Source: an optimization exercise on an open RTL-to-GDS flow (aim: small area, a short achievable clock period and few clock cycles). Production flows keep margins and buffers that such runs may drop. Function was checked by simulation only, so behaviour that the tests miss may differ from the original. Power and IR drop assume default switching activity.

==> inputs of run Y <==
==> flow/design.v (excerpt) <==
module grid_maze_dfs_path_finder (
	input  logic       clk,
	input  logic       arst_n,
	input  logic       item_valid,
	output logic       item_stall,
	input  logic       cmd,
	input  logic [2:0] cell_row,
	input  logic [2:0] cell_col,
	input  logic       blocked,
	output logic       result_valid,
	input  logic       result_stall,
	output logic       found,
	output logic [2:0] path_row,
	output logic [2:0] path_col,
	output logic       last
);
==> flow/config.mk <==
export PLATFORM = sky130hd
export DESIGN_NAME = grid_maze_dfs_path_finder
export DESIGN_NICKNAME = grid_maze_dfs_path_finder
export VERILOG_FILES = /design/flow/design.v
export SDC_FILE = /design/flow/constraint.sdc
export NUM_CORES = 4
export LEC_CHECK = 0
export CAP_MARGIN = 20
export CORE_MARGIN = 2
export CORE_UTILIZATION = 40
export SLEW_MARGIN = 20
==> flow/constraint.sdc <==
create_clock -name core_clock -period 7.0 [get_ports {clk}]
set_input_delay 1.4000 -clock core_clock [delete_from_list [all_inputs] [get_ports {clk}]]
set_output_delay 1.4000 -clock core_clock [all_outputs]
set_load 0.01 [all_outputs]
run.sh (not shown) runs the stock make flow with config.mk's settings and CLKGATE_MAP_FILE= SYNTH_SCRIPT=/design/flow/synth_recipe.tcl, a recipe that flattens the netlist after the stock synthesis.
==> inputs of run M, as changes to run Y <==
--- a/flow/design.v
+++ b/flow/design.v
@@ -28,80 +28,84 @@
 	output logic       found,
 	output logic [2:0] path_row,
 	output logic [2:0] path_col,
 	output logic       last
 );
 	localparam int N  = gmdfs_pkg::CELL_SLOTS;
 	localparam int FD = gmdfs_pkg::BR_DEPTH - 1;    
 	logic srch_q;      
+	logic gw_q;        
+	logic mw_q;        
+	logic pend_q;      
+	logic sb_q;        
+	logic [5:0] x_q;
 	logic outm_q;      
 	logic miss_q;      
-	logic pend_q;      
-	logic [5:0] x_q;
+	logic ob_q;        
+	logic [5:0] y_q;
 	logic [N-1:0] wall_q;
 	logic [N-1:0] vis_q;
-	logic [1:0]   par_q [N];
+	logic [1:0]   par0_q [N];
+	logic [1:0]   par1_q [N];
 	logic       tos_v_q;
 	logic [5:0] tos_b_q;
 	logic [2:0] tos_m_q;   
 	logic [4:0] fp_q;
 	logic [8:0] stk_q [FD];
-	logic xg;
-	logic xz;
-	logic expand;
-	logic emit;
 	logic item_acc;
 	logic res_acc;
 	logic done;
 	logic run_acc;
 	logic load_acc;
 	logic start;
-	assign xg     = x_q == 6'd63;
-	assign xz     = x_q == 6'd0;
-	assign expand = srch_q && !xg;
-	assign emit   = outm_q || (srch_q && xg);
-	assign result_valid = emit || miss_q;
-	assign found        = !miss_q;
-	assign path_row     = x_q[5:3];
-	assign path_col     = x_q[2:0];
-	assign last         = xz;
-	assign item_stall   = expand || pend_q;
+	logic out_free;
+	assign result_valid = outm_q || miss_q;
+	assign found        = outm_q;
+	assign path_row     = y_q[5:3];
+	assign path_col     = y_q[2:0];
+	assign last         = y_q == 6'd0;
+	assign item_stall   = pend_q;
 	assign item_acc = item_valid && !item_stall;
 	assign res_acc  = result_valid && !result_stall;
-	assign done     = res_acc && xz;
+	assign done     = res_acc && last;
 	assign run_acc  = item_acc && cmd == gmdfs_pkg::CMD_RUN;
 	assign load_acc = item_acc && cmd == gmdfs_pkg::CMD_LOAD;
-	assign start    = (run_acc || pend_q) && (!(emit || miss_q) || done);
+	assign start    = (run_acc || pend_q) && !(srch_q || gw_q || mw_q);
+	assign out_free = !result_valid || done;
+	logic s_cr;
+	logic s_cd;
+	assign s_cr = !wall_q[1];
+	assign s_cd = !wall_q[8];
 	logic [N-1:0] dec;
 	logic [N-1:0] free;
 	logic [N-1:0] f_r;
 	logic [N-1:0] f_d;
 	logic [N-1:0] f_l;
 	logic [N-1:0] f_u;
 	logic [N-1:0] nv;
 	logic [1:0]   nv_dir [N];
 	for (genvar k = 0; k < N; k++) begin : g_cell
 		localparam int R = k / 8;
 		localparam int C = k % 8;
 		logic from_l;   
 		logic from_r;
 		logic from_u;
 		logic from_d;
 		assign dec[k]  = x_q == 6'(k);
-		assign free[k] = !wall_q[k] && !vis_q[k];
+		assign free[k] = !vis_q[k];
 		assign f_r[k]  = (C != 7) ? free[(C != 7) ? k + 1 : k] : 1'b0;
 		assign f_d[k]  = (R != 7) ? free[(R != 7) ? k + 8 : k] : 1'b0;
 		assign f_l[k]  = (C != 0) ? free[(C != 0) ? k - 1 : k] : 1'b0;
 		assign f_u[k]  = (R != 0) ? free[(R != 0) ? k - 8 : k] : 1'b0;
 		assign from_l  = (C != 0) ? dec[(C != 0) ? k - 1 : k] : 1'b0;
 		assign from_r  = (C != 7) ? dec[(C != 7) ? k + 1 : k] : 1'b0;
 		assign from_u  = (R != 0) ? dec[(R != 0) ? k - 8 : k] : 1'b0;
 		assign from_d  = (R != 7) ? dec[(R != 7) ? k + 8 : k] : 1'b0;
-		assign nv[k]   = expand && free[k] && (from_l || from_r || from_u || from_d);
+		assign nv[k]   = srch_q && free[k] && (from_l || from_r || from_u || from_d);
 		assign nv_dir[k] = from_l ? gmdfs_pkg::DIR_LEFT :
 			from_u ? gmdfs_pkg::DIR_UP :
 			from_r ? gmdfs_pkg::DIR_RIGHT : gmdfs_pkg::DIR_DOWN;
 	end
 	logic c_r;
 	logic c_d;
 	logic c_l;
 	logic c_u;
@@ -135,64 +139,109 @@
 		end else if (tos_m_q[1]) begin
 			t_nx       = {tos_b_q[5:3] + 3'd1, tos_b_q[2:0]};
 			tos_m_left = {2'b00, tos_m_q[0]};
 		end else begin
 			t_nx       = {tos_b_q[5:3], tos_b_q[2:0] + 3'd1};
 			tos_m_left = 3'b000;
 		end
 	end
-	assign push = expand && (rem != 3'b000);
-	assign take = expand && !any && tos_v_q;
+	assign push = srch_q && (rem != 3'b000);
+	assign take = srch_q && !any && tos_v_q;
 	assign pop  = take && (tos_m_left == 3'b000);
+	logic goal_nx;
+	logic dead;
+	logic goal_req;
+	logic miss_req;
+	logic hand_goal;
+	logic hand_miss;
+	assign goal_nx  = any ? (x_top == 6'd63) : (tos_v_q && t_nx == 6'd63);
+	assign dead     = !any && !tos_v_q;
+	assign goal_req = (srch_q && goal_nx) || gw_q;
+	assign miss_req = (srch_q && dead) || mw_q || (start && !s_cr && !s_cd);
+	assign hand_goal = goal_req && out_free;
+	assign hand_miss = miss_req && out_free;
 	logic [1:0] pd;
-	logic [5:0] x_par;
-	assign pd = par_q[x_q];
+	logic [5:0] y_par;
+	assign pd = ob_q ? par1_q[y_q] : par0_q[y_q];
 	always_comb begin
 		case (pd)
-			gmdfs_pkg::DIR_RIGHT: x_par = {x_q[5:3], x_q[2:0] + 3'd1};
-			gmdfs_pkg::DIR_DOWN:  x_par = {x_q[5:3] + 3'd1, x_q[2:0]};
-			gmdfs_pkg::DIR_LEFT:  x_par = {x_q[5:3], x_q[2:0] - 3'd1};
-			default:              x_par = {x_q[5:3] - 3'd1, x_q[2:0]};
+			gmdfs_pkg::DIR_RIGHT: y_par = {y_q[5:3], y_q[2:0] + 3'd1};
+			gmdfs_pkg::DIR_DOWN:  y_par = {y_q[5:3] + 3'd1, y_q[2:0]};
+			gmdfs_pkg::DIR_LEFT:  y_par = {y_q[5:3], y_q[2:0] - 3'd1};
+			default:              y_par = {y_q[5:3] - 3'd1, y_q[2:0]};
 		endcase
 	end
 	always_ff @(posedge clk or negedge arst_n) begin
 		if (!arst_n) begin
 			srch_q <= 1'b0;
+			gw_q   <= 1'b0;
+			mw_q   <= 1'b0;
+			pend_q <= 1'b0;
 			outm_q <= 1'b0;
 			miss_q <= 1'b0;
-			pend_q <= 1'b0;
 		end else begin
-			srch_q <= start || (expand && (any || tos_v_q));
-			outm_q <= emit && !done;
-			miss_q <= (expand && !any && !tos_v_q) || (miss_q && !done);
+			srch_q <= (start && (s_cr || s_cd)) || (srch_q && !goal_nx && !dead);
+			gw_q   <= goal_req && !out_free;
+			mw_q   <= miss_req && !out_free;
 			pend_q <= (pend_q || run_acc) && !start;
-		end
-	end
-	always_ff @(posedge clk) begin
-		if (start) x_q <= 6'd0;
-		else if (expand) x_q <= any ? x_top : (tos_v_q ? t_nx : 6'd0);
-		else if (emit && res_acc && !xz) x_q <= x_par;
+			outm_q <= hand_goal || (outm_q && !done);
+			miss_q <= hand_miss || (miss_q && !done);
+		end
+	end
+	always_ff @(posedge clk) begin
+		if (start) x_q <= s_cd ? 6'd8 : 6'd1;
+		else if (srch_q) x_q <= any ? x_top : t_nx;
+	end
+	always_ff @(posedge clk) begin
+		if (hand_goal) y_q <= 6'd63;
+		else if (hand_miss) y_q <= 6'd0;
+		else if (outm_q && res_acc) y_q <= y_par;
+	end
+	always_ff @(posedge clk or negedge arst_n) begin
+		if (!arst_n) begin
+			ob_q <= 1'b0;
+			sb_q <= 1'b0;
+		end else if (hand_goal) begin
+			ob_q <= sb_q;
+			sb_q <= !sb_q;
+		end
 	end
 	always_ff @(posedge clk or negedge arst_n) begin
 		if (!arst_n) wall_q <= '0;
 		else if (load_acc) wall_q[{cell_row, cell_col}] <= blocked;
 	end
 	always_ff @(posedge clk) begin
-		if (start) vis_q <= N'(1);
+		if (start) vis_q <= wall_q | N'(64'h103);
 		else vis_q <= vis_q | nv;
 	end
 	for (genvar k = 0; k < N; k++) begin : g_par
+		logic       we;
+		logic [1:0] wd;
+		always_comb begin
+			we = nv[k];
+			wd = nv_dir[k];
+			if (k == 1 && start) begin
+				we = 1'b1;
+				wd = gmdfs_pkg::DIR_LEFT;
+			end else if (k == 8 && start) begin
+				we = 1'b1;
+				wd = gmdfs_pkg::DIR_UP;
+			end
+		end
 		always_ff @(posedge clk) begin
-			if (nv[k]) par_q[k] <= nv_dir[k];
+			if (we && !sb_q) par0_q[k] <= wd;
+			if (we && sb_q) par1_q[k] <= wd;
 		end
 	end
 	always_ff @(posedge clk) begin
 		if (start) begin
-			tos_v_q <= 1'b0;
+			tos_v_q <= s_cr && s_cd;
+			tos_b_q <= 6'd0;
+			tos_m_q <= 3'b001;
 			fp_q    <= '0;
 		end else if (push) begin
 			tos_v_q <= 1'b1;
 			tos_b_q <= x_q;
 			tos_m_q <= rem;
 			if (tos_v_q) fp_q <= fp_q + 5'd1;
 		end else if (take) begin
 			if (!pop) begin
==> inputs of run G, as changes to run Y <==
==> flow/design.v (replaced) <==
`timescale 1ns / 1ps
package gmdfs_pkg;
	localparam int GRID_ROWS  = 8;
	localparam int GRID_COLS  = 8;
	localparam int CELL_SLOTS = 64;
	localparam int IDX_W      = 6;
	localparam int BR_DEPTH   = CELL_SLOTS / 2;
	localparam logic CMD_LOAD = 1'b0;
	localparam logic CMD_RUN  = 1'b1;
	localparam logic [1:0] DIR_RIGHT = 2'd0;
	localparam logic [1:0] DIR_DOWN  = 2'd1;
	localparam logic [1:0] DIR_LEFT  = 2'd2;
	localparam logic [1:0] DIR_UP    = 2'd3;
endpackage
`timescale 1ns / 1ps
`timescale 1ns / 1ps
module grid_maze_dfs_path_finder (
	input  logic       clk,
	input  logic       arst_n,
	input  logic       item_valid,
	output logic       item_stall,
	input  logic       cmd,
	input  logic [2:0] cell_row,
	input  logic [2:0] cell_col,
	input  logic       blocked,
	output logic       result_valid,
	input  logic       result_stall,
	output logic       found,
	output logic [2:0] path_row,
	output logic [2:0] path_col,
	output logic       last
);
	localparam int N  = gmdfs_pkg::CELL_SLOTS;
	localparam int FD = gmdfs_pkg::BR_DEPTH - 1;    
	logic srch_q;      
	logic gw_q;        
	logic mw_q;        
	logic pend_q;      
	logic sb_q;        
	logic [5:0] x_q;
	logic outm_q;      
	logic miss_q;      
	logic ob_q;        
	logic [5:0] y_q;
	logic [N-1:0] wall_q;
	logic [N-1:0] vis_q;
	logic [1:0]   par0_q [N];
	logic [1:0]   par1_q [N];
	logic       tos_v_q;
	logic [5:0] tos_b_q;
	logic [2:0] tos_m_q;   
	logic [4:0] fp_q;
	logic [8:0] stk_q [FD];
	logic item_acc;
	logic res_acc;
	logic done;
	logic run_acc;
	logic load_acc;
	logic start;
	logic out_free;
	assign result_valid = outm_q || miss_q;
	assign found        = outm_q;
	assign path_row     = y_q[5:3];
	assign path_col     = y_q[2:0];
	assign last         = y_q == 6'd0;
	assign item_stall   = pend_q;
	assign item_acc = item_valid && !item_stall;
	assign res_acc  = result_valid && !result_stall;
	assign done     = res_acc && last;
	assign run_acc  = item_acc && cmd == gmdfs_pkg::CMD_RUN;
	assign load_acc = item_acc && cmd == gmdfs_pkg::CMD_LOAD;
	assign start    = (run_acc || pend_q) && !(srch_q || gw_q || mw_q);
	assign out_free = !result_valid || done;
	logic s_cr;
	logic s_cd;
	assign s_cr = !wall_q[1];
	assign s_cd = !wall_q[8];
	logic [N-1:0] dec;
	logic [N-1:0] free;
	logic [N-1:0] f_r;
	logic [N-1:0] f_d;
	logic [N-1:0] f_l;
	logic [N-1:0] f_u;
	logic [N-1:0] nv;
	logic [1:0]   nv_dir [N];
	for (genvar k = 0; k < N; k++) begin : g_cell
		localparam int R = k / 8;
		localparam int C = k % 8;
		logic from_l;   
		logic from_r;
		logic from_u;
		logic from_d;
		assign dec[k]  = x_q == 6'(k);
		assign free[k] = !vis_q[k];
		assign f_r[k]  = (C != 7) ? free[(C != 7) ? k + 1 : k] : 1'b0;
		assign f_d[k]  = (R != 7) ? free[(R != 7) ? k + 8 : k] : 1'b0;
		assign f_l[k]  = (C != 0) ? free[(C != 0) ? k - 1 : k] : 1'b0;
		assign f_u[k]  = (R != 0) ? free[(R != 0) ? k - 8 : k] : 1'b0;
		assign from_l  = (C != 0) ? dec[(C != 0) ? k - 1 : k] : 1'b0;
		assign from_r  = (C != 7) ? dec[(C != 7) ? k + 1 : k] : 1'b0;
		assign from_u  = (R != 0) ? dec[(R != 0) ? k - 8 : k] : 1'b0;
		assign from_d  = (R != 7) ? dec[(R != 7) ? k + 8 : k] : 1'b0;
		assign nv[k]   = srch_q && free[k] && (from_l || from_r || from_u || from_d);
		assign nv_dir[k] = from_l ? gmdfs_pkg::DIR_LEFT :
			from_u ? gmdfs_pkg::DIR_UP :
			from_r ? gmdfs_pkg::DIR_RIGHT : gmdfs_pkg::DIR_DOWN;
	end
	logic c_r;
	logic c_d;
	logic c_l;
	logic c_u;
	logic any;
	logic [2:0] rem;
	logic [5:0] x_r;
	logic [5:0] x_d;
	logic [5:0] x_l;
	logic [5:0] x_u;
	logic [5:0] x_top;
	assign c_r = f_r[x_q];
	assign c_d = f_d[x_q];
	assign c_l = f_l[x_q];
	assign c_u = f_u[x_q];
	assign any = c_r || c_d || c_l || c_u;
	assign rem = {c_l && c_u, c_d && (c_l || c_u), c_r && (c_d || c_l || c_u)};
	assign x_r = {x_q[5:3], x_q[2:0] + 3'd1};
	assign x_d = {x_q[5:3] + 3'd1, x_q[2:0]};
	assign x_l = {x_q[5:3], x_q[2:0] - 3'd1};
	assign x_u = {x_q[5:3] - 3'd1, x_q[2:0]};
	assign x_top = c_u ? x_u : c_l ? x_l : c_d ? x_d : x_r;
	logic [5:0] t_nx;
	logic [2:0] tos_m_left;
	logic       push;
	logic       take;
	logic       pop;
	always_comb begin
		if (tos_m_q[2]) begin
			t_nx       = {tos_b_q[5:3], tos_b_q[2:0] - 3'd1};
			tos_m_left = {1'b0, tos_m_q[1:0]};
		end else if (tos_m_q[1]) begin
			t_nx       = {tos_b_q[5:3] + 3'd1, tos_b_q[2:0]};
			tos_m_left = {2'b00, tos_m_q[0]};
		end else begin
			t_nx       = {tos_b_q[5:3], tos_b_q[2:0] + 3'd1};
			tos_m_left = 3'b000;
		end
	end
	assign push = srch_q && (rem != 3'b000);
	assign take = srch_q && !any && tos_v_q;
	assign pop  = take && (tos_m_left == 3'b000);
	logic goal_nx;
	logic dead;
	logic goal_req;
	logic miss_req;
	logic hand_goal;
	logic hand_miss;
	assign goal_nx  = any ? (x_top == 6'd63) : (tos_v_q && t_nx == 6'd63);
	assign dead     = !any && !tos_v_q;
	assign goal_req = (srch_q && goal_nx) || gw_q;
	assign miss_req = (srch_q && dead) || mw_q || (start && !s_cr && !s_cd);
	assign hand_goal = goal_req && out_free;
	assign hand_miss = miss_req && out_free;
	logic [1:0] pd;
	logic [5:0] y_par;
	assign pd = ob_q ? par1_q[y_q] : par0_q[y_q];
	always_comb begin
		case (pd)
			gmdfs_pkg::DIR_RIGHT: y_par = {y_q[5:3], y_q[2:0] + 3'd1};
			gmdfs_pkg::DIR_DOWN:  y_par = {y_q[5:3] + 3'd1, y_q[2:0]};
			gmdfs_pkg::DIR_LEFT:  y_par = {y_q[5:3], y_q[2:0] - 3'd1};
			default:              y_par = {y_q[5:3] - 3'd1, y_q[2:0]};
		endcase
	end
	always_ff @(posedge clk or negedge arst_n) begin
		if (!arst_n) begin
			srch_q <= 1'b0;
			gw_q   <= 1'b0;
			mw_q   <= 1'b0;
			pend_q <= 1'b0;
			outm_q <= 1'b0;
			miss_q <= 1'b0;
		end else begin
			srch_q <= (start && (s_cr || s_cd)) || (srch_q && !goal_nx && !dead);
			gw_q   <= goal_req && !out_free;
			mw_q   <= miss_req && !out_free;
			pend_q <= (pend_q || run_acc) && !start;
			outm_q <= hand_goal || (outm_q && !done);
			miss_q <= hand_miss || (miss_q && !done);
		end
	end
	always_ff @(posedge clk) begin
		if (start) x_q <= s_cd ? 6'd8 : 6'd1;
		else if (srch_q) x_q <= any ? x_top : t_nx;
	end
	always_ff @(posedge clk) begin
		if (hand_goal) y_q <= 6'd63;
		else if (hand_miss) y_q <= 6'd0;
		else if (outm_q && res_acc) y_q <= y_par;
	end
	always_ff @(posedge clk or negedge arst_n) begin
		if (!arst_n) begin
			ob_q <= 1'b0;
			sb_q <= 1'b0;
		end else if (hand_goal) begin
			ob_q <= sb_q;
			sb_q <= !sb_q;
		end
	end
	always_ff @(posedge clk or negedge arst_n) begin
		if (!arst_n) wall_q <= '0;
		else if (load_acc) wall_q[{cell_row, cell_col}] <= blocked;
	end
	always_ff @(posedge clk) begin
		if (start) vis_q <= wall_q | N'(64'h103);
		else vis_q <= vis_q | nv;
	end
	for (genvar k = 0; k < N; k++) begin : g_par
		logic       we;
		logic [1:0] wd;
		always_comb begin
			we = nv[k];
			wd = nv_dir[k];
			if (k == 1 && start) begin
				we = 1'b1;
				wd = gmdfs_pkg::DIR_LEFT;
			end else if (k == 8 && start) begin
				we = 1'b1;
				wd = gmdfs_pkg::DIR_UP;
			end
		end
		always_ff @(posedge clk) begin
			if (we && !sb_q) par0_q[k] <= wd;
			if (we && sb_q) par1_q[k] <= wd;
		end
	end
	always_ff @(posedge clk) begin
		if (start) begin
			tos_v_q <= s_cr && s_cd;
			tos_b_q <= 6'd0;
			tos_m_q <= 3'b001;
			fp_q    <= '0;
		end else if (push) begin
			tos_v_q <= 1'b1;
			tos_b_q <= x_q;
			tos_m_q <= rem;
			if (tos_v_q) fp_q <= fp_q + 5'd1;
		end else if (take) begin
			if (!pop) begin
				tos_m_q <= tos_m_left;
			end else if (fp_q != '0) begin
				{tos_b_q, tos_m_q} <= stk_q[fp_q - 5'd1];
				fp_q <= fp_q - 5'd1;
			end else begin
				tos_v_q <= 1'b0;
			end
		end
	end
	always_ff @(posedge clk) begin
		stk_q[fp_q] <= {tos_b_q, tos_m_q};
	end
endmodule
SETUP_SLACK_MARGIN = 4   (was unset)
==> summary of the runs <==
- The highest first-iteration DRC count belongs to run G, the lowest to run Y.
- The lowest cell count belongs to run Y, the highest to run G.
- Via count: run G > run M > run Y.
- Of run G and run Y, run Y has the higher sequential share of layout area (gap 3.3 points).
- Of run G and run Y, run G has the higher flip-flop and latch count (gap 136).
- Of run M and run Y, run M has the higher clock power (gap about 25%, measured against run Y).
Testbench counts of run Y, summed over its fixed seeds: cycles 27,963.
Testbench counts of run M, summed over its fixed seeds: cycles 20,037.
Testbench counts of run G, summed over its fixed seeds: cycles 20,037.

==> afterwards: timing with drivers on the ports <==
How much do the figures lean on ideal ports? The routed layouts below were timed once more, with nothing changed but the port constraints. Step 1: set_driving_cell puts a clkbuf_16 on clk and a buf_2 on each other input, an assumption about the parent block. Step 2 moves the port delays by t, midway between the first and last clock arrival at a register: inputs arrive t later, outputs are due t later. That takes back most of the time a late clock gives input paths. a / b / c = no drivers / after step 1 / after step 2; a / b = the first two.
| run | t, ns | slack for setup (ns) | worst setup path after step 2 | worst register clock-pin slew, ns | pins driven straight from the clock port |
|---|---|---|---|---|---|
| run Y | 0.717 | 1.033 / 0.965 / 1.453 | register to register | 0.07 / 0.07 | 1 |
| run M | 0.692 | 1.849 / 1.849 / 1.849 | register to register | 0.07 / 0.07 | 1 |
| run G | 0.688 | 3.154 / 3.154 / 3.154 | register to register | 0.07 / 0.07 | 1 |
After both steps every run listed still meets setup and hold.
